Background: an optimization exercise with open tools, aiming at small area and few clock cycles. Do not read the settings as production practice. In this exercise RTL edits were held to simulation tests only and were not proved equivalent to the original. Power is estimated from default activity; no workload was simulated. No driver is modelled on the clock port, so clocking that relies on it looks cheaper here than on a real chip.

==> design.v <==
`default_nettype none
package bnn_pkg;
  localparam int XLEN      = 64;
  localparam int BUF_DEPTH = 8;
  localparam int IDX_W     = 3;
  localparam int CNT_W     = 4;
  localparam int SUM_W     = 10;
  localparam int TAG_W     = 8;
  localparam int POP_W     = 7;
  localparam logic [CNT_W-1:0] MAX_COUNT  = CNT_W'(BUF_DEPTH);
  localparam logic [XLEN-1:0]  WORD_BYTES = XLEN'(XLEN / 8);
  localparam logic [4:0] MEM_CMD_LOAD = 5'b00000;
  localparam logic [2:0] MEM_TYP_D    = 3'b011;
  typedef enum logic [6:0] {
    FUNCT_LOAD_W  = 7'd0,
    FUNCT_COMPUTE = 7'd1
  } bnn_funct_e;
  typedef enum logic [1:0] {
    MODE_NONE,
    MODE_LOAD,
    MODE_COMPUTE
  } job_mode_e;
  typedef struct packed {
    logic [6:0]      inst_funct;
    logic [4:0]      inst_rs2;
    logic [4:0]      inst_rs1;
    logic            inst_xd;
    logic            inst_xs1;
    logic            inst_xs2;
    logic [4:0]      inst_rd;
    logic [6:0]      inst_opcode;
    logic [XLEN-1:0] rs1;
    logic [XLEN-1:0] rs2;
  } rocc_cmd_t;
  typedef struct packed {
    logic [4:0]      rd;
    logic [XLEN-1:0] data;
  } rocc_resp_t;
  typedef struct packed {
    logic [XLEN-1:0]  addr;
    logic [TAG_W-1:0] tag;
    logic [4:0]       cmd;
    logic [2:0]       typ;
    logic [XLEN-1:0]  data;
  } mem_req_t;
  typedef struct packed {
    logic [TAG_W-1:0] tag;
    logic [XLEN-1:0]  data;
    logic             has_data;
  } mem_resp_t;
  typedef struct packed {
    logic busy;
  } ctrl_out_t;
  typedef struct packed {
    job_mode_e        mode;
    logic [4:0]       rd;
    logic             xd;
    logic [CNT_W-1:0] count;
    logic [XLEN-1:0]  base;
  } job_t;
endpackage
`default_nettype wire
`timescale 1ns/10ps
`default_nettype none
module bnn_xnor_popcount (
  input  wire [63:0] act_i,
  input  wire [63:0] weight_i,
  input  wire [9:0]  acc_i,
  input  wire [9:0]  thr_i,
  output logic [9:0] sum_o,
  output logic       ge_o
);
  logic [63:0] x;
  logic [9:0]  nacc;
  assign x    = act_i ^ weight_i;
  assign nacc = ~acc_i;
  logic s1, c2, s3, c4, s5, c6, s7, c8, s9, c10, s11, c12, s13, c14, s15, c16, s17, c18, s19, c20, s21, c22, s23, c24, s25, c26, s27, c28, s29, c30, s31, c32, s33, c34, s35, c36, s37, c38, s39, c40, s41, c42, s43, c44, s45, c46, s47, c48, s49, c50, s51, c52, s53, c54, s55, c56, s57, c58, s59, c60, s61, c62, s63, c64, s65, c66, s67, c68, s69, c70, s71, c72, s73, c74, s75, c76, s77, c78, s79, c80, s81, c82, s83, c84, s85, c86, s87, c88, s89, c90, s91, c92, s93, c94, s95, c96, s97, c98, s99, c100, s101, c102, s103, c104, s105, c106, s107, c108, s109, c110, s111, c112, s113, c114, s115, c116, s117, c118, s119, c120, s121, c122, s123, c124, s125, c126;
  assign s1 = nacc[0] ^ x[0] ^ x[10];
  assign c2 = (nacc[0] & x[0]) | (nacc[0] & x[10]) | (x[0] & x[10]);
  assign s3 = x[11] ^ x[12] ^ x[13];
  assign c4 = (x[11] & x[12]) | (x[11] & x[13]) | (x[12] & x[13]);
  assign s5 = x[14] ^ x[15] ^ x[16];
  assign c6 = (x[14] & x[15]) | (x[14] & x[16]) | (x[15] & x[16]);
  assign s7 = x[17] ^ x[18] ^ x[19];
  assign c8 = (x[17] & x[18]) | (x[17] & x[19]) | (x[18] & x[19]);
  assign s9 = x[1] ^ x[20] ^ x[21];
  assign c10 = (x[1] & x[20]) | (x[1] & x[21]) | (x[20] & x[21]);
  assign s11 = x[22] ^ x[23] ^ x[24];
  assign c12 = (x[22] & x[23]) | (x[22] & x[24]) | (x[23] & x[24]);
  assign s13 = x[25] ^ x[26] ^ x[27];
  assign c14 = (x[25] & x[26]) | (x[25] & x[27]) | (x[26] & x[27]);
  assign s15 = x[28] ^ x[29] ^ x[2];
  assign c16 = (x[28] & x[29]) | (x[28] & x[2]) | (x[29] & x[2]);
  assign s17 = x[30] ^ x[31] ^ x[32];
  assign c18 = (x[30] & x[31]) | (x[30] & x[32]) | (x[31] & x[32]);
  assign s19 = x[33] ^ x[34] ^ x[35];
  assign c20 = (x[33] & x[34]) | (x[33] & x[35]) | (x[34] & x[35]);
  assign s21 = x[36] ^ x[37] ^ x[38];
  assign c22 = (x[36] & x[37]) | (x[36] & x[38]) | (x[37] & x[38]);
  assign s23 = x[39] ^ x[3] ^ x[40];
  assign c24 = (x[39] & x[3]) | (x[39] & x[40]) | (x[3] & x[40]);
  assign s25 = x[41] ^ x[42] ^ x[43];
  assign c26 = (x[41] & x[42]) | (x[41] & x[43]) | (x[42] & x[43]);
  assign s27 = x[44] ^ x[45] ^ x[46];
  assign c28 = (x[44] & x[45]) | (x[44] & x[46]) | (x[45] & x[46]);
  assign s29 = x[47] ^ x[48] ^ x[49];
  assign c30 = (x[47] & x[48]) | (x[47] & x[49]) | (x[48] & x[49]);
  assign s31 = x[4] ^ x[50] ^ x[51];
  assign c32 = (x[4] & x[50]) | (x[4] & x[51]) | (x[50] & x[51]);
  assign s33 = x[52] ^ x[53] ^ x[54];
  assign c34 = (x[52] & x[53]) | (x[52] & x[54]) | (x[53] & x[54]);
  assign s35 = x[55] ^ x[56] ^ x[57];
  assign c36 = (x[55] & x[56]) | (x[55] & x[57]) | (x[56] & x[57]);
  assign s37 = x[58] ^ x[59] ^ x[5];
  assign c38 = (x[58] & x[59]) | (x[58] & x[5]) | (x[59] & x[5]);
  assign s39 = x[60] ^ x[61] ^ x[62];
  assign c40 = (x[60] & x[61]) | (x[60] & x[62]) | (x[61] & x[62]);
  assign s41 = x[63] ^ x[6] ^ x[7];
  assign c42 = (x[63] & x[6]) | (x[63] & x[7]) | (x[6] & x[7]);
  assign s43 = x[8] ^ x[9] ^ s1;
  assign c44 = (x[8] & x[9]) | (x[8] & s1) | (x[9] & s1);
  assign s45 = s11 ^ s13 ^ s15;
  assign c46 = (s11 & s13) | (s11 & s15) | (s13 & s15);
  assign s47 = s17 ^ s19 ^ s21;
  assign c48 = (s17 & s19) | (s17 & s21) | (s19 & s21);
  assign s49 = s23 ^ s25 ^ s27;
  assign c50 = (s23 & s25) | (s23 & s27) | (s25 & s27);
  assign s51 = s29 ^ s3 ^ s31;
  assign c52 = (s29 & s3) | (s29 & s31) | (s3 & s31);
  assign s53 = s33 ^ s35 ^ s37;
  assign c54 = (s33 & s35) | (s33 & s37) | (s35 & s37);
  assign s55 = s39 ^ s41 ^ s5;
  assign c56 = (s39 & s41) | (s39 & s5) | (s41 & s5);
  assign s57 = s7 ^ s9 ^ s43;
  assign c58 = (s7 & s9) | (s7 & s43) | (s9 & s43);
  assign s59 = s45 ^ s47 ^ s49;
  assign c60 = (s45 & s47) | (s45 & s49) | (s47 & s49);
  assign s61 = s51 ^ s53 ^ s55;
  assign c62 = (s51 & s53) | (s51 & s55) | (s53 & s55);
  assign s63 = ~(s57 ^ s59);
  assign c64 = s57 | s59;
  assign s65 = nacc[1] ^ c10 ^ c12;
  assign c66 = (nacc[1] & c10) | (nacc[1] & c12) | (c10 & c12);
  assign s67 = c14 ^ c16 ^ c18;
  assign c68 = (c14 & c16) | (c14 & c18) | (c16 & c18);
  assign s69 = c2 ^ c20 ^ c22;
  assign c70 = (c2 & c20) | (c2 & c22) | (c20 & c22);
  assign s71 = c24 ^ c26 ^ c28;
  assign c72 = (c24 & c26) | (c24 & c28) | (c26 & c28);
  assign s73 = c30 ^ c32 ^ c34;
  assign c74 = (c30 & c32) | (c30 & c34) | (c32 & c34);
  assign s75 = c36 ^ c38 ^ c4;
  assign c76 = (c36 & c38) | (c36 & c4) | (c38 & c4);
  assign s77 = c40 ^ c42 ^ c6;
  assign c78 = (c40 & c42) | (c40 & c6) | (c42 & c6);
  assign s79 = c8 ^ c44 ^ c46;
  assign c80 = (c8 & c44) | (c8 & c46) | (c44 & c46);
  assign s81 = c48 ^ c50 ^ c52;
  assign c82 = (c48 & c50) | (c48 & c52) | (c50 & c52);
  assign s83 = c54 ^ c56 ^ s65;
  assign c84 = (c54 & c56) | (c54 & s65) | (c56 & s65);
  assign s85 = s67 ^ s69 ^ s71;
  assign c86 = (s67 & s69) | (s67 & s71) | (s69 & s71);
  assign s87 = s73 ^ s75 ^ s77;
  assign c88 = (s73 & s75) | (s73 & s77) | (s75 & s77);
  assign s89 = c58 ^ c60 ^ c62;
  assign c90 = (c58 & c60) | (c58 & c62) | (c60 & c62);
  assign s91 = s79 ^ s81 ^ s83;
  assign c92 = (s79 & s81) | (s79 & s83) | (s81 & s83);
  assign s93 = s85 ^ s87 ^ c64;
  assign c94 = (s85 & s87) | (s85 & c64) | (s87 & c64);
  assign s95 = ~(s89 ^ s91);
  assign c96 = s89 | s91;
  assign s97 = nacc[2] ^ c66 ^ c68;
  assign c98 = (nacc[2] & c66) | (nacc[2] & c68) | (c66 & c68);
  assign s99 = c70 ^ c72 ^ c74;
  assign c100 = (c70 & c72) | (c70 & c74) | (c72 & c74);
  assign s101 = c76 ^ c78 ^ c80;
  assign c102 = (c76 & c78) | (c76 & c80) | (c78 & c80);
  assign s103 = c82 ^ c84 ^ c86;
  assign c104 = (c82 & c84) | (c82 & c86) | (c84 & c86);
  assign s105 = c88 ^ s97 ^ s99;
  assign c106 = (c88 & s97) | (c88 & s99) | (s97 & s99);
  assign s107 = c90 ^ c92 ^ s101;
  assign c108 = (c90 & c92) | (c90 & s101) | (c92 & s101);
  assign s109 = s103 ^ s105 ^ c94;
  assign c110 = (s103 & s105) | (s103 & c94) | (s105 & c94);
  assign s111 = ~(c96 ^ s107);
  assign c112 = c96 | s107;
  assign s113 = nacc[3] ^ c100 ^ c98;
  assign c114 = (nacc[3] & c100) | (nacc[3] & c98) | (c100 & c98);
  assign s115 = c102 ^ c104 ^ c106;
  assign c116 = (c102 & c104) | (c102 & c106) | (c104 & c106);
  assign s117 = s113 ^ c108 ^ s115;
  assign c118 = (s113 & c108) | (s113 & s115) | (c108 & s115);
  assign s119 = ~(c110 ^ c112);
  assign c120 = c110 | c112;
  assign s121 = nacc[4] ^ c114 ^ c116;
  assign c122 = (nacc[4] & c114) | (nacc[4] & c116) | (c114 & c116);
  assign s123 = ~(c118 ^ s121);
  assign c124 = c118 | s121;
  assign s125 = ~(nacc[5] ^ c122);
  assign c126 = nacc[5] | c122;
  logic [9:0] ra, rb;
  assign ra[0] = ~s61;
  assign rb[0] = ~s63;
  assign ra[1] = ~s95;
  assign rb[1] = ~s93;
  assign ra[2] = ~s111;
  assign rb[2] = ~s109;
  assign ra[3] = ~s117;
  assign rb[3] = ~s119;
  assign ra[4] = ~c120;
  assign rb[4] = ~s123;
  assign ra[5] = ~s125;
  assign rb[5] = ~c124;
  assign ra[6] = ~nacc[6];
  assign rb[6] = ~c126;
  assign ra[7] = ~nacc[7];
  assign rb[7] = 1'b0;
  assign ra[8] = ~nacc[8];
  assign rb[8] = 1'b0;
  assign ra[9] = ~nacc[9];
  assign rb[9] = 1'b0;
  logic [9:0] g0, p0, x0;
  assign g0 = ra & rb;
  assign p0 = ra | rb;
  assign x0 = ra ^ rb;
  logic sg0_1, sp0_1;
  assign sg0_1 = g0[1] | (p0[1] & g0[0]);
  assign sp0_1 = p0[1] & p0[0];
  logic sg0_3, sp0_3;
  assign sg0_3 = g0[3] | (p0[3] & g0[2]);
  assign sp0_3 = p0[3] & p0[2];
  logic sg0_5, sp0_5;
  assign sg0_5 = g0[5] | (p0[5] & g0[4]);
  assign sp0_5 = p0[5] & p0[4];
  logic sg0_7, sp0_7;
  assign sg0_7 = g0[7] | (p0[7] & g0[6]);
  assign sp0_7 = p0[7] & p0[6];
  logic sg0_9, sp0_9;
  assign sg0_9 = g0[9] | (p0[9] & g0[8]);
  assign sp0_9 = p0[9] & p0[8];
  logic sg1_2, sp1_2;
  assign sg1_2 = g0[2] | (p0[2] & sg0_1);
  assign sp1_2 = p0[2] & sp0_1;
  logic sg1_3, sp1_3;
  assign sg1_3 = sg0_3 | (sp0_3 & sg0_1);
  assign sp1_3 = sp0_3 & sp0_1;
  logic sg1_6, sp1_6;
  assign sg1_6 = g0[6] | (p0[6] & sg0_5);
  assign sp1_6 = p0[6] & sp0_5;
  logic sg1_7, sp1_7;
  assign sg1_7 = sg0_7 | (sp0_7 & sg0_5);
  assign sp1_7 = sp0_7 & sp0_5;
  logic sg2_4, sp2_4;
  assign sg2_4 = g0[4] | (p0[4] & sg1_3);
  assign sp2_4 = p0[4] & sp1_3;
  logic sg2_5, sp2_5;
  assign sg2_5 = sg0_5 | (sp0_5 & sg1_3);
  assign sp2_5 = sp0_5 & sp1_3;
  logic sg2_6, sp2_6;
  assign sg2_6 = sg1_6 | (sp1_6 & sg1_3);
  assign sp2_6 = sp1_6 & sp1_3;
  logic sg2_7, sp2_7;
  assign sg2_7 = sg1_7 | (sp1_7 & sg1_3);
  assign sp2_7 = sp1_7 & sp1_3;
  logic sg3_8, sp3_8;
  assign sg3_8 = g0[8] | (p0[8] & sg2_7);
  assign sp3_8 = p0[8] & sp2_7;
  logic sg3_9, sp3_9;
  assign sg3_9 = sg0_9 | (sp0_9 & sg2_7);
  assign sp3_9 = sp0_9 & sp2_7;
  assign sum_o[0] = x0[0];
  assign sum_o[1] = x0[1] ^ g0[0];
  assign sum_o[2] = x0[2] ^ sg0_1;
  assign sum_o[3] = x0[3] ^ sg1_2;
  assign sum_o[4] = x0[4] ^ sg1_3;
  assign sum_o[5] = x0[5] ^ sg2_4;
  assign sum_o[6] = x0[6] ^ sg2_5;
  assign sum_o[7] = x0[7] ^ sg2_6;
  assign sum_o[8] = x0[8] ^ sg2_7;
  assign sum_o[9] = x0[9] ^ sg3_8;
  logic [9:0] nt, cx;
  logic [10:0] cy;
  assign nt = ~thr_i;
  assign cx = ra ^ rb ^ nt;
  assign cy[0] = 1'b1;
  assign cy[10:1] = (ra & rb) | (ra & nt) | (rb & nt);
  logic [9:0] g1, p1;
  assign g1 = cx & cy[9:0];
  assign p1 = cx | cy[9:0];
  logic kg0_1, kp0_1;
  assign kg0_1 = g1[1] | (p1[1] & g1[0]);
  assign kp0_1 = p1[1] & p1[0];
  logic kg0_3, kp0_3;
  assign kg0_3 = g1[3] | (p1[3] & g1[2]);
  assign kp0_3 = p1[3] & p1[2];
  logic kg0_5, kp0_5;
  assign kg0_5 = g1[5] | (p1[5] & g1[4]);
  assign kp0_5 = p1[5] & p1[4];
  logic kg0_7, kp0_7;
  assign kg0_7 = g1[7] | (p1[7] & g1[6]);
  assign kp0_7 = p1[7] & p1[6];
  logic kg0_9, kp0_9;
  assign kg0_9 = g1[9] | (p1[9] & g1[8]);
  assign kp0_9 = p1[9] & p1[8];
  logic kg1_2, kp1_2;
  assign kg1_2 = g1[2] | (p1[2] & kg0_1);
  assign kp1_2 = p1[2] & kp0_1;
  logic kg1_3, kp1_3;
  assign kg1_3 = kg0_3 | (kp0_3 & kg0_1);
  assign kp1_3 = kp0_3 & kp0_1;
  logic kg1_6, kp1_6;
  assign kg1_6 = g1[6] | (p1[6] & kg0_5);
  assign kp1_6 = p1[6] & kp0_5;
  logic kg1_7, kp1_7;
  assign kg1_7 = kg0_7 | (kp0_7 & kg0_5);
  assign kp1_7 = kp0_7 & kp0_5;
  logic kg2_4, kp2_4;
  assign kg2_4 = g1[4] | (p1[4] & kg1_3);
  assign kp2_4 = p1[4] & kp1_3;
  logic kg2_5, kp2_5;
  assign kg2_5 = kg0_5 | (kp0_5 & kg1_3);
  assign kp2_5 = kp0_5 & kp1_3;
  logic kg2_6, kp2_6;
  assign kg2_6 = kg1_6 | (kp1_6 & kg1_3);
  assign kp2_6 = kp1_6 & kp1_3;
  logic kg2_7, kp2_7;
  assign kg2_7 = kg1_7 | (kp1_7 & kg1_3);
  assign kp2_7 = kp1_7 & kp1_3;
  logic kg3_8, kp3_8;
  assign kg3_8 = g1[8] | (p1[8] & kg2_7);
  assign kp3_8 = p1[8] & kp2_7;
  logic kg3_9, kp3_9;
  assign kg3_9 = kg0_9 | (kp0_9 & kg2_7);
  assign kp3_9 = kp0_9 & kp2_7;
  assign ge_o = cy[10] | kg3_9;
endmodule
`default_nettype wire
`timescale 1ns/10ps
`default_nettype none
module bnn_rocc_accel (
  input  wire                        clk_i,
  input  wire                        rst_n_i,
  input  wire                        en_i,
  input  wire                        rocc_cmd_v_i,
  input  wire bnn_pkg::rocc_cmd_t    rocc_cmd_data_i,
  output logic                       rocc_cmd_ready_o,
  output logic                       rocc_resp_v_o,
  output bnn_pkg::rocc_resp_t        rocc_resp_data_o,
  input  wire                        rocc_resp_ready_i,
  output logic                       rocc_mem_req_v_o,
  output bnn_pkg::mem_req_t          rocc_mem_req_data_o,
  input  wire                        rocc_mem_req_ready_i,
  input  wire                        rocc_mem_resp_v_i,
  input  wire bnn_pkg::mem_resp_t    rocc_mem_resp_data_i,
  output bnn_pkg::ctrl_out_t         rocc_ctrl_o,
  input  wire                        manycore_req_val_i,
  input  wire [bnn_pkg::XLEN-1:0]    manycore_req_msg_i,
  output logic                       manycore_req_rdy_o
);
  localparam int XLEN  = bnn_pkg::XLEN;
  localparam int SUM_W = bnn_pkg::SUM_W;
  localparam int CNT_W = bnn_pkg::CNT_W;
  localparam int IDX_W = bnn_pkg::IDX_W;
  logic             dec_load, dec_comp, dec_mem, dec_big;
  logic [CNT_W-1:0] dec_cnt;
  assign dec_load = (rocc_cmd_data_i.inst_funct == bnn_pkg::FUNCT_LOAD_W);
  assign dec_comp = (rocc_cmd_data_i.inst_funct == bnn_pkg::FUNCT_COMPUTE);
  assign dec_mem  = dec_load | dec_comp;
  assign dec_big  = (|rocc_cmd_data_i.rs2[XLEN-1:CNT_W]) ||
                    (rocc_cmd_data_i.rs2[CNT_W-1:0] > bnn_pkg::MAX_COUNT);
  assign dec_cnt  = !dec_mem ? '0 :
                    dec_big  ? bnn_pkg::MAX_COUNT : rocc_cmd_data_i.rs2[CNT_W-1:0];
  logic             busy_q;
  logic             xd_q;
  logic             comp_q;
  logic             load_q;
  logic [4:0]       rd_q;
  logic [CNT_W-1:0] cnt_q;    
  logic [CNT_W-1:0] iss_q;    
  logic [CNT_W-1:0] rem_q;    
  logic [XLEN-1:0]  addr_q;   
  logic [SUM_W-1:0] acc_q;
  logic [SUM_W-1:0] thr_q;
  logic reply_v, done_now, finish, cmd_fire, issue_more, req_fire;
  assign reply_v    = rocc_mem_resp_v_i && rocc_mem_resp_data_i.has_data;
  assign done_now   = (rem_q == '0) || (reply_v && (rem_q == CNT_W'(1)));
  assign finish     = busy_q && done_now && (!xd_q || rocc_resp_ready_i);
  assign rocc_cmd_ready_o = en_i && (!busy_q || finish);
  assign cmd_fire         = rocc_cmd_v_i && rocc_cmd_ready_o;
  assign rocc_resp_v_o      = busy_q && xd_q && done_now;
  assign rocc_ctrl_o.busy   = busy_q;
  assign manycore_req_rdy_o = !busy_q;
  assign issue_more       = (iss_q != cnt_q);
  assign rocc_mem_req_v_o = issue_more || (cmd_fire && (dec_cnt != '0));
  assign req_fire         = rocc_mem_req_v_o && rocc_mem_req_ready_i;
  logic [XLEN-1:0] req_addr;
  assign req_addr = cmd_fire ? rocc_cmd_data_i.rs1 : addr_q;
  always_comb begin
    rocc_mem_req_data_o.addr = req_addr;
    rocc_mem_req_data_o.tag  = {{(bnn_pkg::TAG_W - IDX_W){1'b0}},
                                (cmd_fire ? {IDX_W{1'b0}} : iss_q[IDX_W-1:0])};
    rocc_mem_req_data_o.cmd  = bnn_pkg::MEM_CMD_LOAD;
    rocc_mem_req_data_o.typ  = bnn_pkg::MEM_TYP_D;
    rocc_mem_req_data_o.data = '0;
  end
  always_ff @(posedge clk_i) begin
    addr_q <= req_addr + (req_fire ? bnn_pkg::WORD_BYTES : '0);
  end
  logic [XLEN-1:0]  w_q [bnn_pkg::BUF_DEPTH];
  logic [IDX_W-1:0] beat_idx;
  logic [XLEN-1:0]  beat_data;
  logic [XLEN-1:0]  w_rd;
  assign beat_idx  = rocc_mem_resp_data_i.tag[IDX_W-1:0];
  assign beat_data = rocc_mem_resp_data_i.data;
  assign w_rd      = w_q[beat_idx];
  always_ff @(posedge clk_i) begin
    if (reply_v && load_q) begin
      w_q[beat_idx] <= beat_data;
    end
  end
  logic             add;
  logic [SUM_W-1:0] tree_sum;
  logic             tree_ge;
  logic [SUM_W-1:0] acc_d;
  logic             ge_d;
  assign add = reply_v && comp_q;
  bnn_xnor_popcount i_bnn_xnor_popcount (
    .act_i    (beat_data),
    .weight_i (w_rd),
    .acc_i    (acc_q),
    .thr_i    (thr_q),
    .sum_o    (tree_sum),
    .ge_o     (tree_ge)
  );
  assign acc_d = add ? tree_sum : acc_q;
  assign ge_d  = add ? tree_ge  : (acc_q >= thr_q);
  always_comb begin
    rocc_resp_data_o.rd              = rd_q;
    rocc_resp_data_o.data            = '0;
    rocc_resp_data_o.data[SUM_W-1:0] = acc_d;
    rocc_resp_data_o.data[XLEN-1]    = (comp_q || load_q) && ge_d;
  end
  always_ff @(posedge clk_i) begin
    if (cmd_fire) begin
      xd_q   <= rocc_cmd_data_i.inst_xd;
      rd_q   <= rocc_cmd_data_i.inst_rd;
      comp_q <= dec_comp;
      load_q <= dec_load;
      acc_q  <= '0;
    end else begin
      acc_q  <= acc_d;
    end
  end
  always_ff @(posedge clk_i) begin
    if (!rst_n_i) begin
      busy_q <= 1'b0;
      cnt_q  <= '0;
      iss_q  <= '0;
      rem_q  <= '0;
      thr_q  <= '0;
    end else begin
      if (manycore_req_val_i && !busy_q) begin
        thr_q <= manycore_req_msg_i[SUM_W-1:0];
      end
      if (cmd_fire) begin
        busy_q <= (dec_cnt != '0) || rocc_cmd_data_i.inst_xd;
        cnt_q  <= dec_cnt;
        iss_q  <= req_fire ? CNT_W'(1) : '0;
        rem_q  <= dec_cnt;
      end else begin
        if (finish) begin
          busy_q <= 1'b0;
        end
        if (req_fire) begin
          iss_q <= iss_q + 1'b1;
        end
        if (reply_v && (rem_q != '0)) begin
          rem_q <= rem_q - 1'b1;
        end
      end
    end
  end
endmodule
`default_nettype wire
==> flow/run.sh <==
#!/bin/bash
# The standard layout with two changes:
# - synthesis leaves full adders to abc (no ADDER_MAP_FILE), so the popcount tree is mapped
#   for delay as a whole; the registers are the standard synthesis's, unchanged;
# - the port buffers are the smallest plain buffer; the resizer upsizes them where needed.
set -euo pipefail
bash standard.sh ADDER_MAP_FILE= "BUFFER_PORTS_ARGS=-buffer_cell sky130_fd_sc_hd__buf_1" finish > standard.log 2>&1
==> standard.sh <==
#!/bin/bash
# synth_recipe.tcl (not shown) runs the flow's synth.tcl, then flattens the netlist and writes it again
# the make line also repeats each setting of config.mk as NAME=value (left out here)
make -C /OpenROAD-flow-scripts/flow DESIGN_CONFIG=/design/flow/config.mk WORK_HOME=/design/flow/orfs CLKGATE_MAP_FILE= SYNTH_SCRIPT=/design/flow/synth_recipe.tcl "${@:-finish}"
==> config.mk <==
export PLATFORM = sky130hd
export DESIGN_NAME = bnn_rocc_accel
export DESIGN_NICKNAME = bnn_rocc_accel
export VERILOG_FILES = /design/flow/design.v
export SDC_FILE = /design/flow/constraint.sdc
export NUM_CORES = 4
export LEC_CHECK = 0
export CAP_MARGIN = 20
export CORE_MARGIN = 2
export CORE_UTILIZATION = 40
export SLEW_MARGIN = 20
==> constraint.sdc <==
create_clock -name core_clock -period 10.0 [get_ports {clk_i}]
set_input_delay 2.0000 -clock core_clock [delete_from_list [all_inputs] [get_ports {clk_i}]]
set_output_delay 2.0000 -clock core_clock [all_outputs]
set_load 0.01 [all_outputs]
==> results of run 1 <==
==> power by group <==
group	internal [mW]	leakage (nW)	switching (mW)
registers	2.84	5.49	0.0300
clock network	1.35	1.03	1.03
logic	2.63	5.72	2.82
total	6.81	12.2	3.88
==> logic make-up (layout without fill, tap and decap cells) <==
kind of cell	after synthesis	count (layout)	share of synthesized area, %
DFF	617	617	60.14
other	2	140	0.02573
AOI/OAI and AO/OA	288	288	7.171
adders and majority gates	62	62	2.173
xor gates and xnor gates	226	226	8.714
buffers and inverters	275	598	5.825
and+or+nand+nor	478	478	7.741
muxes	227	227	8.208
==> state kept, by name, indices dropped and copies added, names as in the netlist <==
name,flops
rem_q,4
w_q,512
xd_q,1
iss_q,4
acc_q,10
thr_q,10
busy_q,1
load_q,1
rd_q,5
addr_q,64
cnt_q,4
comp_q,1
==> timing repair <==
| action | 4_1_cts | 5_1_grt |
|---|---|---|
| buffers inserted | 0 | 4 |
| endpoints found under the setup margin | 0 | 6 |
| resized for setup | 0 | 8 |
==> area by class of cell <==
| cell class | instances | area (um2) |
|---|---|---|
| sequential | 617 | 17560 |
| tap | 959 | 1200 |
| timing repair buffer | 420 | 2102 |
| multi-input combinational | 1411 | 10490 |
| antenna | 10 | 25.02 |
| clock buffer | 84 | 1803 |
| inverter | 57 | 219.0 |
| clock inverter | 37 | 311.5 |
| fill | 6491 | 38880 |
==> metrics by stage <==
stage	utilization [%]	setup WS [ns]	total power, mW	hold WS, ns
after floorplan	-	1.105	6.921	0.4435
after global placement	43.39	0.2895	8.295	0.4318
after detailed placement	43.39	0.2356	8.380	0.4388
after CTS	46.30	0.2158	10.80	0.4546
after global routing	46.43	0.01364	11.38	0.4820
final	46.43	0.3026	10.69	0.4515
==> cells in the final DEF, fill, tap and decap left out, drive strengths merged, types with 47 or more instances in the layout <==
cell type / netlist / layout
buf: 189 / 420
clkbuf: 29 / 84
conb: 2 / 130
dfxtp: 97 / 97
edfxtp: 520 / 520
inv: 57 / 57
maj3: 62 / 62
mux2i: 185 / 185
nand2: 202 / 202
nor2: 92 / 92
o22ai: 47 / 47
xnor2: 125 / 125
xor2: 66 / 66
==> cell usage after synthesis, drive strengths merged, types with 5 or more instances <==
| cell | count |
|---|---|
| nor3b | 5 |
| or2 | 5 |
| nor2 | 92 |
| a221oi | 27 |
| o221ai | 5 |
| and2 | 22 |
| o22ai | 47 |
| nand4 | 16 |
| nor3 | 24 |
| xor2 | 66 |
| nand3 | 27 |
| nor4 | 22 |
| a221o | 9 |
| xor3 | 17 |
| buf | 189 |
| a21oi | 35 |
| o211ai | 6 |
| nand2 | 202 |
| mux4 | 6 |
| edfxtp | 520 |
| a211oi | 7 |
| mux2i | 185 |
| a32oi | 9 |
| clkbuf | 29 |
| and3 | 17 |
| maj3 | 62 |
| nand2b | 11 |
| a22o | 6 |
| xnor3 | 18 |
| mux2 | 36 |
| o21a | 8 |
| nor2b | 17 |
| inv | 57 |
| a21boi | 13 |
| xnor2 | 125 |
| o21ai | 28 |
| a31oi | 12 |
| dfxtp | 97 |
| a22oi | 42 |
==> path summary, 6_finish.rpt <==
path,from,end,cells after the start
min reg2reg,addr_q[1],addr_q[1],2
min,addr_q[1],addr_q[1],2
max reg2reg,rem_q[1],addr_q[63],18
max,rocc_mem_resp_data_i[67],rocc_resp_data_o[9],21
==> worst min-delay path, stage by stage, from the launching register on <==
cell and delay [ns]:
dfxtp_1 0.30, nand2_1 0.05, nand2_1 0.06
==> metal layers <==
layer  track usage (%)  routed length [um]  part of all wire [%]  vias to the layer above
met2             31.34               35750                    48                      560
met4             5.564                1493                   2.0                        8
li1                  -                   -                     -                     8635
met5                 0                  48                 0.065                        -
met3             4.440                4691                   6.3                      111
met1             25.64               32140                    43                     9257
==> results.py, run 1 <==
metrics = {
    "setup_path": {
        "cp_max_fo": 36,
        "slowest_delay_ns": 0.48,
        "start_kind": "input port",
        "worst_path_max_delay_cell": "xnor2_1",
        "crit_chain": "buf_4 -> buf_12 -> nand2b_1 -> buf_4 -> o22ai_1 -> nor2_1 -> xnor2_1 -> xor3_1 -> xor3_1 -> maj3_1 -> xnor2_4 -> xnor2_1 -> maj3_1 -> o221a_2 -> xnor2_4 -> maj3_4 -> a221oi_2 -> and3_4 -> o211ai_2 -> xnor2_1 -> buf_1",
        "cp_top_family": "XOR/XNOR gates",
        "criticalPathCategory": "in2out",
        "end_kind": "primary output",
        "cp.required_ns": 8.00,
        "cp.arrival_ns": 7.70,
        "rrSetupSlack_ns": 3.24,
        "path_common_cell": "xnor2_1",
        "cp_num_buf_inv": 4,
    },
    "synthesis": {
        "syn_inst": 2175,
        "yosys-top-cells-area": "edfxtp_1, dfxtp_1, mux2i_1",
        "ys_async_sr_fraction_pct": 0,
        "yosysTopAreaCellShare_pct": 53.49,
        "synth_area_leader_cell": "edfxtp_1",
        "yosysWarnings": 1,
        "ys_ff_latch": 617,
        "synthFlopType": "edfxtp_1",
        "ys_seq_area_share_pct": 60.14,
        "synth_edf_count": 520,
        "synth_cell_types": 94,
        "synth_area_mm2": 0.02919,
        "syn_area_per_cell_um2": 13.42,
    },
    "run_status": {
        "status": "no timing/DRC/antenna violations",
    },
    "cts": {
        "cts_tree": "done",
        "cts_sinks": 617,
        "h-tree-depth": 3,
        "clk_latency_ns": 0.62,
        "clkTransAtPathRegs_ns": 0.06,
        "cts_root_buffer": "clkbuf_16",
        "postCtsHoldBufs": 0,
        "cts_buffer_depth": 3,
        "numCtsBuffers": 67,
    },
    "power": {
        "p_leak_nw": 12.24,
        "p_per_area_mw_per_mm2": 317.3,
        "vdd_drop_max_uv": 626.2,
    },
    "drt": {
        "wl_per_cell_um": 20.62,
        "viasPerCell": 5.166,
        "drtIter0Drc": 1251,
        "ant_nets": 0,
        "drtPass1Iterations": 5,
        "num_vias": 18570,
        "routed_wl_um": 74120,
        "drc": 0,
    },
    "grt": {
        "overflow": 0,
        "grt_pass1_wl_um": 109600,
        "grt_use_total_pct": 19.23,
        "grt_pass1_vias": 18240,
        "antenna_found_initial": 14,
        "grt_max_degree": 68,
    },
    "floorplan": {
        "start_util_pct": 40.22,
        "rows": 99,
        "die_y_um": 274.1,
        "fp.dieW_um": 274.1,
        "core_mm2": 0.07259,
        "die_area_mm2": 0.07516,
        "pin_count": 523,
    },
    "place": {
        "place_area_mm2": 0.03150,
        "io_buffers": 314,
        "dpl.hpwl_um": 49950,
        "gp_congestion": 0.8615,
        "placed_cells": 3460,
    },
    "timing": {
        "period_share_pct": 96.97,
        "rsz0062_at_grt": "no",
        "relSlewSlack_pct": 40.13,
        "finalHoldViolations": 0,
        "max_freq_mhz": 103.1,
        "setup_viol": 0,
        "fin_crit_ns": 9.697,
        "tns_ns": 0,
        "clock_skew_ns": 0.04178,
        "worst_pin_slew_ns": 0.8981,
        "finalMaxSlewViolations": 0,
    },
    "finish": {
        "layout.cells.non_filler": 3595,
        "post-route-cell-area_mm2": 0.03370,
        "nNetsFinal": 2879,
        "area.growth.synth_to_final_pct": 15.46,
        "drive_above_1_share_pct": 11.39,
    },
    "worst_hold_path": {
        "min_path_type": "reg2reg",
    },
    "job": {
        "cap_violations": 0,
    },
}
Testbench counts, summed over its fixed seeds: cycles 14,970.
==> run 2: changes to the inputs <==
==> flow/run.sh (replaced) <==
#!/bin/bash
# The standard layout with four changes:
# - synthesis leaves full adders to abc (no ADDER_MAP_FILE), so the popcount tree is mapped
#   for delay as a whole; the registers are the standard synthesis's, unchanged;
# - the port buffers are the smallest plain buffer; the resizer upsizes them where needed;
# - the clock tree uses larger sink clusters and no dummy loads;
# - after global routing, gates off the critical paths are downsized (RECOVER_POWER).
set -euo pipefail
bash standard.sh ADDER_MAP_FILE= "BUFFER_PORTS_ARGS=-buffer_cell sky130_fd_sc_hd__buf_1" \
  "CTS_ARGS=-sink_clustering_enable -repair_clock_nets -sink_clustering_size 30 -sink_clustering_max_diameter 150 -dont_use_dummy_load" \
  RECOVER_POWER=100 \
  finish > standard.log 2>&1
==> run 2 against run 1 <==
Against the previous run:
- now fails the layout checks on max-capacitance violations, max-slew violations
- count of clock-buffer cells in the layout shrank 60
- sequential power is essentially flat
- clock skew grew 0.038 ns
- non-clock buffer count shrank 4
- clock power shrank 51%
- cell area shrank 5.0%
- routed wire length shrank 1.6%
- sequential cell count is the same
- worst hold slack gained 0.0077 ns
- critical path depth shrank 2
- combinational power shrank 1%
- critical endpoint is now rocc_resp_data_o[63]
- largest cell class unchanged
==> results.py, run 2 <==
metrics = {
    "run_status": {
        "status": "finished with violations",
        "so.violations": "max-capacitance violations, max-slew violations",
    },
    "power": {
        "p_leak_nw": 11.37,
        "seqPwrFrac_pct": 30.5,
        "vdd_drop_max_uv": 618.7,
        "pwr-share-clk_pct": 12.4,
        "power_mw": 9.414,
        "pwr-share-comb_pct": 57.1,
        "p_sw_share_pct": 38.21,
        "power_switching_mw": 3.597,
        "power.internal_mw": 5.817,
        "p_per_area_mw_per_mm2": 294.1,
    },
    "grt": {
        "antenna_found_initial": 13,
        "overflow": 0,
        "grt_use_total_pct": 18.65,
        "grt_pass1_vias": 17780,
        "grt_pass1_wl_um": 107200,
        "grt_max_degree": 68,
    },
    "drt": {
        "drc": 0,
        "ant_nets": 0,
        "viasPerCell": 5.214,
        "drtIter0Drc": 1333,
        "wl_per_cell_um": 20.88,
        "routed_wl_um": 72930,
        "num_vias": 18210,
        "drtPass1Iterations": 5,
    },
    "setup_path": {
        "cp.required_ns": 8.00,
        "end_kind": "primary output",
        "criticalPathCategory": "in2out",
        "rr_worst_depth": 18,
        "start_kind": "input port",
        "rr_startpoint": "rem_q[1]",
        "reg2reg_to": "addr_q[63]",
        "cp_max_fo": 27,
        "cp.arrival_ns": 7.74,
        "rrSetupSlack_ns": 2.26,
    },
    "synthesis": {
        "yosysTopAreaCellShare_pct": 53.49,
        "synth_area_mm2": 0.02919,
        "syn_area_per_cell_um2": 13.42,
        "synth_area_leader_cell": "edfxtp_1",
        "yosys-top-cells-area": "edfxtp_1, dfxtp_1, mux2i_1",
        "synthFlopType": "edfxtp_1",
        "synth_edf_count": 520,
        "ys_seq_area_share_pct": 60.14,
        "yosysWarnings": 1,
        "yosysMostFrequentCell": "edfxtp_1",
        "ys_async_sr_fraction_pct": 0,
        "synthTopCellsByCount": "edfxtp_1, nand2_1, mux2i_1, buf_4, xnor2_1",
        "synth_cell_types": 94,
        "syn_inst": 2175,
        "ys_ff_latch": 617,
    },
    "cts": {
        "clkTransAtPathRegs_ns": 0.11,
        "h-tree-depth": 1,
        "postCtsHoldBufs": 0,
        "cts_tree": "done",
        "numCtsBuffers": 24,
        "cts_root_buffer": "clkbuf_16",
        "clk_latency_ns": 0.63,
        "postCtsSetupBuffers": 0,
        "cts_buffer_depth": 3,
        "cts_sinks": 617,
    },
    "timing": {
        "finalMaxSlewViolations": 532,
        "max_freq_mhz": 102.6,
        "worst_pin_slew_ns": 3.733,
        "tns_ns": 0,
        "clock_skew_ns": 0.08017,
        "period_share_pct": 97.43,
        "relSlewSlack_pct": -148.8,
        "finalHoldViolations": 0,
        "hold_ws_ns": 0.4592,
        "setup_viol": 0,
        "rsz0062_at_grt": "no",
        "fin_crit_ns": 9.743,
    },
    "floorplan": {
        "rows": 99,
        "core_mm2": 0.07259,
        "die_area_mm2": 0.07516,
        "fp.dieW_um": 274.1,
        "start_util_pct": 40.22,
        "pin_count": 523,
        "die_y_um": 274.1,
    },
    "worst_hold_path": {
        "hold_path.startpoint": "addr_q[1]",
        "hold_end": "addr_q[1]",
        "holdPathStages": 2,
        "min_path_type": "reg2reg",
    },
    "finish": {
        "layout_commonest_cell": "edfxtp_1",
        "layout_common_cells": "edfxtp_1, buf_1, nand2_1, mux2i_1, conb_1",
        "area.growth.synth_to_final_pct": 9.648,
        "regMostFlops": "w_q",
        "reg_top3": "w_q x512, addr_q x64",
        "largest_reg_flops": 512,
        "post-route-cell-area_mm2": 0.03201,
        "drive_above_1_share_pct": 7.406,
        "nNetsFinal": 2832,
    },
    "place": {
        "place_area_mm2": 0.03150,
        "dpl.hpwl_um": 49950,
        "io_buffers": 314,
        "gp_congestion": 0.8615,
    },
    "job": {
        "cap_violations": 15,
    },
}
==> run 2: what timing repair did <==
item	4_1_cts	5_1_grt
hold endpoints to repair	0	0
gates resized for setup	0	6
setup endpoints to repair	0	6
==> run 2: kinds of logic (layout without fill, tap and decap cells) <==
kind of cell / Yosys count / count (layout) / share of synthesized area, %
adders and majority gates: 62 / 62 / 2.173
other: 2 / 139 / 0.02573
xor gates and xnor gates: 226 / 226 / 8.714
DFF: 617 / 617 / 60.14
buffers and inverters: 275 / 497 / 5.825
muxes: 227 / 227 / 8.208
AOI/OAI and AO/OA: 288 / 288 / 7.171
and+or+nand+nor: 478 / 478 / 7.741
==> run 2: per-layer routing <==
layer | global-route usage [%] | part of all wire (%)
met1 | 25.67 | 44
met2 | 31.06 | 48
met3 | 3.223 | 5.9
met4 | 3.733 | 1.8
met5 | 0 | 0.078
==> run 2: power by group through the flow <==
stage | logic, mW | registers, mW | clock network (mW)
2_1_floorplan | 4.00 | 2.92 | 0
3_3_place_gp | 5.37 | 2.92 | 0
3_5_place_dp | 5.45 | 2.93 | 0
4_1_cts | 5.49 | 2.87 | 1.21
5_1_grt | 5.88 | 2.88 | 1.29
6_report | 5.37 | 2.87 | 1.17
==> run 2: through the flow <==
step           utilization, %  cells  setup WS [ns]
2_1_floorplan               -   2303          1.105
3_3_place_gp            43.39   3460         0.2895
3_5_place_dp            43.39   3460         0.2356
4_1_cts                 44.22   3484         0.2209
5_1_grt                 44.09   3491       0.003485
6_report                44.10   3493         0.2573
==> run 2: how the worst max path moves through the flow <==
stage | startpoint | end | cells past startpoint
6_report | rocc_mem_resp_data_i[67] | rocc_resp_data_o[63] | 19
5_1_grt | rocc_mem_resp_data_i[67] | rocc_resp_data_o[7] | 19
4_1_cts | rocc_mem_resp_data_i[67] | rocc_resp_data_o[6] | 20
3_5_place_dp | rocc_mem_resp_data_i[66] | rocc_resp_data_o[6] | 20
3_3_place_gp | rocc_mem_resp_data_i[66] | rocc_resp_data_o[63] | 20
2_1_floorplan | rocc_mem_resp_data_i[65] | rocc_resp_data_o[9] | 21
==> run 2: worst max-delay path: stages <==
cell and delay, ns:
clkbuf_4 0.45, inv_1 0.38, a21oi_1 0.21, o21ai_0 0.13
a21oi_1 0.22, xor2_1 0.42, xor3_1 0.60, maj3_1 0.46
o21a_1 0.24, maj3_1 0.37, maj3_1 0.44, maj3_1 0.43
or2_1 0.27, mux2_2 0.27, o311ai_1 0.33, nor3_1 0.13
nand3_1 0.10, nand4b_1 0.10, buf_1 0.17
==> run 2: cell type report <==
cell class	instances	area, um2
multi-input combinational	1411	10430
inverter	57	215.2
tap	959	1200
sequential	617	17560
timing repair buffer	416	1988
antenna	9	22.52
fill	6625	40580
clock buffer	24	600.6
==> run 3: changes to the inputs <==
==> flow/run.sh (replaced) <==
#!/bin/bash
# The standard layout with three changes:
# - synthesis leaves full adders to abc (no ADDER_MAP_FILE), so the popcount tree is mapped
#   for delay as a whole; the registers are the standard synthesis's, unchanged;
# - the port buffers are the smallest plain buffer; the resizer upsizes them where needed;
# - the clock tree uses larger sink clusters and no dummy loads.
set -euo pipefail
bash standard.sh ADDER_MAP_FILE= "BUFFER_PORTS_ARGS=-buffer_cell sky130_fd_sc_hd__buf_1" \
  "CTS_ARGS=-sink_clustering_enable -repair_clock_nets -sink_clustering_size 30 -sink_clustering_max_diameter 150 -dont_use_dummy_load" \
  SKIP_REPAIR_TIE_FANOUT=1 \
  finish > standard.log 2>&1
==> run 3 against run 2 <==
Against the previous run:
- now clean on timing, DRC and antenna
- global-route usage up 0.56 points
- core utilization is 0.36 points lower
- non-clock buffer count fell by 5
- count of clock-buffer cells in the layout unchanged
- register-to-register slack improved by 1.2 ns
- clock skew fell by 0.041 ns
- maximum frequency grew 0.29%
- sequential cell count did not move
- via count decreased by 1.2%
- clock power about the same
- area after synthesis unchanged
- die area stayed put
- largest cell class unchanged
- largest power group unchanged
- highest routed layer unchanged
==> results.py, run 3 <==
metrics = {
    "cts": {
        "cts_buffer_depth": 3,
        "postCtsHoldBufs": 0,
        "cts_root_buffer": "clkbuf_16",
        "clkTransAtPathRegs_ns": 0.10,
        "numCtsBuffers": 24,
        "cts_sinks": 617,
        "cts_tree": "done",
        "h-tree-depth": 1,
        "clk_latency_ns": 0.61,
    },
    "drt": {
        "viasPerCell": 5.362,
        "routed_wl_um": 74490,
        "num_vias": 18000,
        "drtPass1Iterations": 7,
        "drtIter0Drc": 1266,
        "drc": 0,
        "ant_nets": 0,
        "wl_per_cell_um": 22.19,
    },
    "grt": {
        "grt_max_degree": 129,
        "grt_use_total_pct": 19.21,
        "grt_pass1_vias": 17750,
        "grt_pass1_wl_um": 109600,
        "overflow": 0,
        "antenna_found_initial": 15,
    },
    "setup_path": {
        "end_kind": "primary output",
        "start_kind": "input port",
        "cp_max_fo": 32,
        "cp.required_ns": 8.00,
        "cp.arrival_ns": 7.71,
        "criticalPathCategory": "in2out",
    },
    "timing": {
        "relSlewSlack_pct": 46.93,
        "worst_pin_slew_ns": 0.7961,
        "max_freq_mhz": 102.9,
        "fin_crit_ns": 9.715,
        "fin_ws_ns": 0.2855,
        "period_share_pct": 97.15,
        "tns_ns": 0,
        "finalHoldViolations": 0,
        "finalMaxSlewViolations": 0,
        "clock_skew_ns": 0.03942,
        "setup_viol": 0,
        "hold_ws_ns": 0.4656,
    },
    "floorplan": {
        "rows": 99,
        "start_util_pct": 40.22,
        "core_mm2": 0.07259,
        "fp.dieW_um": 274.1,
        "die_y_um": 274.1,
        "die_area_mm2": 0.07516,
        "pin_count": 523,
    },
    "synthesis": {
        "synth_area_leader_cell": "edfxtp_1",
        "syn_inst": 2175,
        "yosys-top-cells-area": "edfxtp_1, dfxtp_1, mux2i_1",
        "ys_async_sr_fraction_pct": 0,
        "yosysMostFrequentCell": "edfxtp_1",
        "yosysTopAreaCellShare_pct": 53.49,
        "synthFlopType": "edfxtp_1",
        "synth_area_mm2": 0.02919,
        "ys_ff_latch": 617,
        "syn_area_per_cell_um2": 13.42,
        "synth_edf_count": 520,
        "synthTopCellsByCount": "edfxtp_1, nand2_1, mux2i_1, buf_4, xnor2_1",
        "synth_cell_types": 94,
        "yosysWarnings": 1,
        "ys_seq_area_share_pct": 60.14,
    },
    "power": {
        "p_leak_nw": 11.09,
        "vdd_drop_max_uv": 568.9,
        "power_mw": 9.361,
        "p_per_area_mw_per_mm2": 294.8,
    },
    "job": {
        "cap_violations": 0,
    },
    "finish": {
        "nNetsFinal": 2699,
        "regMostFlops": "w_q",
        "layout_commonest_cell": "edfxtp_1",
        "drive_above_1_share_pct": 9.323,
        "layout_common_cells": "edfxtp_1, buf_1, nand2_1, mux2i_1, xnor2_1",
        "largest_reg_flops": 512,
        "layout.cells.non_filler": 3357,
        "area.growth.synth_to_final_pct": 8.765,
        "reg_top3": "w_q x512, addr_q x64",
    },
    "run_status": {
        "status": "no timing/DRC/antenna violations",
    },
    "place": {
        "io_buffers": 314,
        "gp_congestion": 0.8420,
        "pre_cts_ws_ns": 0.09748,
        "dpl.hpwl_um": 51310,
        "placed_cells": 3325,
    },
    "worst_hold_path": {
        "min_path_type": "reg2reg",
    },
}
## run 3: stage by stage
step,util [%],cell area (um2)
after global placement,42.74,31030
after CTS,43.57,31630
after detailed placement,42.74,31030
final,43.74,31750
after floorplan,-,29190
after global routing,43.74,31750
## run 3: kinds of logic after synthesis
logic type | Yosys count | synth area share, %
and+or+nand+nor | 478 | 7.741
muxes | 227 | 8.208
AOI/OAI and AO/OA | 288 | 7.171
xor gates and xnor gates | 226 | 8.714
buffers and inverters | 275 | 5.825
adders and majority gates | 62 | 2.173
DFF | 617 | 60.14
other | 2 | 0.02573
## run 3: path summary, 6_finish.rpt
| check | startpoint | endpoint | slack (ns) | cells after the start |
|---|---|---|---|---|
| worst max-delay path | rocc_mem_resp_data_i[66] | rocc_resp_data_o[9] | 0.29 | 21 |
| worst min-delay path | addr_q[2] | addr_q[2] | 0.47 | 2 |
| worst max register to register | rem_q[1] | addr_q[63] | 3.48 | 18 |
| worst min register to register | addr_q[2] | addr_q[2] | 0.47 | 2 |
## run 3: layer usage
metal / GRT usage, % / up-vias / share of wire, %
met5: 0 / - / 0.12
met4: 3.962 / 14 / 2.0
met3: 3.783 / 98 / 6.0
met2: 31.69 / 494 / 48
met1: 26.36 / 9056 / 44
li1: - / 8339 / -
## run 3: repair_timing
| item | 4_1_cts | 5_1_grt |
|---|---|---|
| resized for setup | 0 | 18 |
| endpoints found under the hold margin | 0 | 0 |
| setup buffers | 0 | 1 |
| setup endpoints to repair | 0 | 7 |
## run 3: layout make-up
| class | count | area (um2) |
|---|---|---|
| inverter | 57 | 215.2 |
| clock buffer | 24 | 600.6 |
| fill | 6645 | 40840 |
| sequential | 617 | 17560 |
| timing repair buffer | 411 | 2121 |
| multi-input combinational | 1283 | 10040 |
| antenna | 6 | 15.01 |
| tap | 959 | 1200 |
## run 3: report_power, final
part	switching, mW	internal [mW]	total [mW]
Combinational	2.85	2.47	5.32
Sequential	0.0305	2.84	2.87
Clock	0.734	0.434	1.17
## run 3: critical path, cell delays in order
cell and delay, ns:
clkbuf_4 0.18, buf_12 0.24, mux2_2 0.37, a32oi_1 0.17
o21ai_0 0.16, xor2_1 0.42, xor3_1 0.55, xor3_1 0.41
maj3_1 0.46, xnor2_4 0.18, xnor2_1 0.16, maj3_1 0.37
o221a_2 0.30, xnor2_4 0.16, maj3_4 0.40, a221oi_2 0.29
and3_4 0.26, o211ai_2 0.12, xnor2_1 0.17, buf_4 0.14
buf_1 0.15
==> run 4: changes to the inputs <==
--- a/flow/run.sh
+++ b/flow/run.sh
@@ -7,5 +7,4 @@
 set -euo pipefail
 bash standard.sh ADDER_MAP_FILE= "BUFFER_PORTS_ARGS=-buffer_cell sky130_fd_sc_hd__buf_1" \
   "CTS_ARGS=-sink_clustering_enable -repair_clock_nets -sink_clustering_size 30 -sink_clustering_max_diameter 150 -dont_use_dummy_load" \
-  SKIP_REPAIR_TIE_FANOUT=1 \
   finish > standard.log 2>&1
==> run 4 against run 3 <==
Against the previous run:
- largest cell class unchanged
- count of clock-buffer cells in the layout unchanged
- global-route usage shrank 0.56 points
- clock skew up 0.044 ns
- cell count increased by 4.1%
- sequential share of layout area down 0.68 points
- cell area rose by 1.2%
- area after synthesis did not move
- routed wire length shrank 2.2%
- clock power about the same
- maximum frequency fell by 0.25%
- power grew 1.4%
- worst hold slack worse by 0.0062 ns
==> results.py, run 4 <==
metrics = {
    "setup_path": {
        "cp_max_fo": 27,
        "rrSetupSlack_ns": 3.26,
        "cp.arrival_ns": 7.74,
        "rr_worst_depth": 18,
        "criticalPathCategory": "in2out",
        "end_kind": "primary output",
        "slowest_delay_ns": 0.60,
        "path_common_cell": "maj3_1",
        "cp.required_ns": 8.00,
        "cp_num_buf_inv": 3,
        "cp_top_family": "adder cells",
        "crit_chain": "clkbuf_4 -> inv_1 -> a21oi_1 -> o21ai_0 -> a21oi_1 -> xor2_1 -> xor3_1 -> maj3_1 -> o21a_1 -> maj3_1 -> maj3_1 -> maj3_1 -> or2_1 -> mux2_2 -> o311ai_1 -> nor3_1 -> nand3_1 -> nand4b_1 -> buf_1",
        "start_kind": "input port",
        "reg2reg_to": "addr_q[63]",
        "rr_startpoint": "rem_q[1]",
        "worst_path_max_delay_cell": "xor3_1",
    },
    "drt": {
        "drtPass1Iterations": 5,
        "num_vias": 18210,
        "viasPerCell": 5.211,
        "drtIter0Drc": 1345,
        "routed_wl_um": 72880,
        "drc": 0,
        "ant_nets": 0,
        "wl_per_cell_um": 20.86,
    },
    "grt": {
        "grt_use_total_pct": 18.65,
        "antenna_found_initial": 13,
        "grt_max_degree": 68,
        "grt_pass1_wl_um": 107200,
        "grt_pass1_vias": 17780,
        "overflow": 0,
    },
    "timing": {
        "relSlewSlack_pct": 39.55,
        "setup_viol": 0,
        "fin_crit_ns": 9.739,
        "hold_ws_ns": 0.4594,
        "period_share_pct": 97.39,
        "finalMaxSlewViolations": 0,
        "tns_ns": 0,
        "clock_skew_ns": 0.08348,
        "max_freq_mhz": 102.7,
        "finalHoldViolations": 0,
        "rsz0062_at_grt": "no",
        "worst_pin_slew_ns": 0.9068,
        "fin_ws_ns": 0.2608,
    },
    "finish": {
        "regMostFlops": "w_q",
        "largest_reg_flops": 512,
        "post-route-cell-area_mm2": 0.03214,
        "drive_above_1_share_pct": 8.673,
        "area.growth.synth_to_final_pct": 10.12,
        "layout_common_cells": "edfxtp_1, buf_1, nand2_1, mux2i_1, conb_1",
        "nNetsFinal": 2832,
        "reg_top3": "w_q x512, addr_q x64",
        "layout_commonest_cell": "edfxtp_1",
    },
    "synthesis": {
        "synth_area_mm2": 0.02919,
        "synth_cell_types": 94,
        "synthFlopType": "edfxtp_1",
        "ys_seq_area_share_pct": 60.14,
        "syn_inst": 2175,
        "synth_area_leader_cell": "edfxtp_1",
        "synth_edf_count": 520,
        "synthTopCellsByCount": "edfxtp_1, nand2_1, mux2i_1, buf_4, xnor2_1",
        "ys_ff_latch": 617,
        "yosysWarnings": 1,
        "ys_async_sr_fraction_pct": 0,
        "yosysTopAreaCellShare_pct": 53.49,
        "yosys-top-cells-area": "edfxtp_1, dfxtp_1, mux2i_1",
        "syn_area_per_cell_um2": 13.42,
        "yosysMostFrequentCell": "edfxtp_1",
    },
    "floorplan": {
        "rows": 99,
        "start_util_pct": 40.22,
        "pin_count": 523,
        "core_mm2": 0.07259,
        "die_area_mm2": 0.07516,
        "die_y_um": 274.1,
        "fp.dieW_um": 274.1,
    },
    "run_status": {
        "status": "no timing/DRC/antenna violations",
    },
    "power": {
        "p_per_area_mw_per_mm2": 295.4,
        "p_leak_nw": 11.49,
        "power_mw": 9.495,
        "vdd_drop_max_uv": 621.3,
    },
    "cts": {
        "postCtsHoldBufs": 0,
        "clk_latency_ns": 0.64,
        "numCtsBuffers": 24,
        "cts_root_buffer": "clkbuf_16",
        "cts_tree": "done",
        "cts_buffer_depth": 3,
        "h-tree-depth": 1,
        "clkTransAtPathRegs_ns": 0.11,
        "cts_sinks": 617,
    },
    "worst_hold_path": {
        "hold_path.startpoint": "addr_q[1]",
        "holdPathStages": 2,
        "hold_end": "addr_q[1]",
        "min_path_type": "reg2reg",
    },
    "place": {
        "gp_congestion": 0.8615,
        "dpl.hpwl_um": 49950,
        "io_buffers": 314,
        "pre_cts_ws_ns": 0.2356,
        "place_area_mm2": 0.03150,
    },
    "job": {
        "cap_violations": 0,
    },
}
[run 4: cell counts after synthesis]
No cell type changed its count.
[run 4: stage by stage]
step           utilization [%]  cells
2_1_floorplan                -   2303
3_3_place_gp             43.39   3460
3_5_place_dp             43.39   3460
4_1_cts                  44.22   3484
5_1_grt                  44.27   3491
6_report                 44.28   3494
[run 4: power breakdown]
group | switching, mW | internal [mW] | total (mW)
clock network | 0.739 | 0.434 | 1.17
logic | 2.83 | 2.62 | 5.45
registers | 0.0300 | 2.84 | 2.87
[run 4: cell families after synthesis]
kind of cell,count (synthesis),share of synthesized area [%]
adder cells (fa/ha/maj),62,2.173
XOR/XNOR,226,8.714
AND/OR/NAND/NOR,478,7.741
AO/OA/AOI/OAI,288,7.171
other,2,0.02573
multiplexers,227,8.208
buffers and inverters,275,5.825
flip-flops,617,60.14
[run 4: repair_timing]
action	4_1_cts	5_1_grt
setup endpoints to repair	0	6
gates resized for setup	0	6
setup buffers	0	0
[run 4: layout make-up]
type                    instances  area (um2)
diodes                         10       25.02
clock buffers                  24       600.6
multi-input cells            1411       10480
repair buffers                416        2063
flip-flops and latches        617       17560
inverters                      57       215.2
well taps                     959        1200
fillers                      6596       40440
[run 4: worst max path at each step]
| stage | start | end | slack [ns] | depth (start not counted) |
|---|---|---|---|---|
| 2_1_floorplan | rocc_mem_resp_data_i[65] | rocc_resp_data_o[9] | 1.10 | 21 |
| 3_3_place_gp | rocc_mem_resp_data_i[66] | rocc_resp_data_o[63] | 0.29 | 20 |
| 3_5_place_dp | rocc_mem_resp_data_i[66] | rocc_resp_data_o[6] | 0.24 | 20 |
| 4_1_cts | rocc_mem_resp_data_i[67] | rocc_resp_data_o[6] | 0.22 | 20 |
| 5_1_grt | rocc_mem_resp_data_i[67] | rocc_resp_data_o[7] | 0.003 | 19 |
| 6_report | rocc_mem_resp_data_i[67] | rocc_resp_data_o[63] | 0.26 | 19 |
[run 4: tightest hold or removal path: stages, from the launching register on]
cell,delay [ns]
dfxtp_1,0.32
nand2_1,0.05
nand2_1,0.06
[run 4: routing by layer]
layer | part of all wire (%) | wire, um | global-route usage (%) | up-vias
met1 | 44 | 32080 | 25.67 | 9118
li1 | - | - | - | 8479
met2 | 48 | 35190 | 31.06 | 529
met3 | 5.9 | 4267 | 3.223 | 72
met5 | 0.075 | 55 | 0 | -
met4 | 1.8 | 1285 | 3.733 | 8

[separate check: timing with driven ports]
The results above use ideal ports. As a check the final layouts listed here were re-extracted and re-timed, cells and wires unchanged. Step 1 (the two cells are an assumption about what drives the block):
set clk [get_ports {clk_i}]
set_driving_cell -lib_cell sky130_fd_sc_hd__clkbuf_16 $clk
set_driving_cell -lib_cell sky130_fd_sc_hd__buf_2 [delete_from_list [all_inputs] $clk]
Step 2 moves the port delays by t, midway between the first and last clock arrival at a register: inputs arrive t later, outputs are due t later. That takes back most of the time a late clock gives input paths. Three values: ideal, step 1, step 2; two values: the first two.
| run | shift t [ns] | setup WS [ns] | slew at the worst register clock pin (ns) | cell pins on the clock port's net |
|---|---|---|---|---|
| run 1 | 0.647 | 0.303 / 0.211 / 0.211 | 0.06 / 0.06 | 1 |
| run 2 | 0.636 | 0.257 / 0.165 / 0.165 | 0.12 / 0.12 | 1 |
| run 3 | 0.661 | 0.285 / 0.236 / 0.236 | 0.13 / 0.13 | 1 |
| run 4 | 0.641 | 0.261 / 0.169 / 0.169 | 0.12 / 0.12 | 1 |
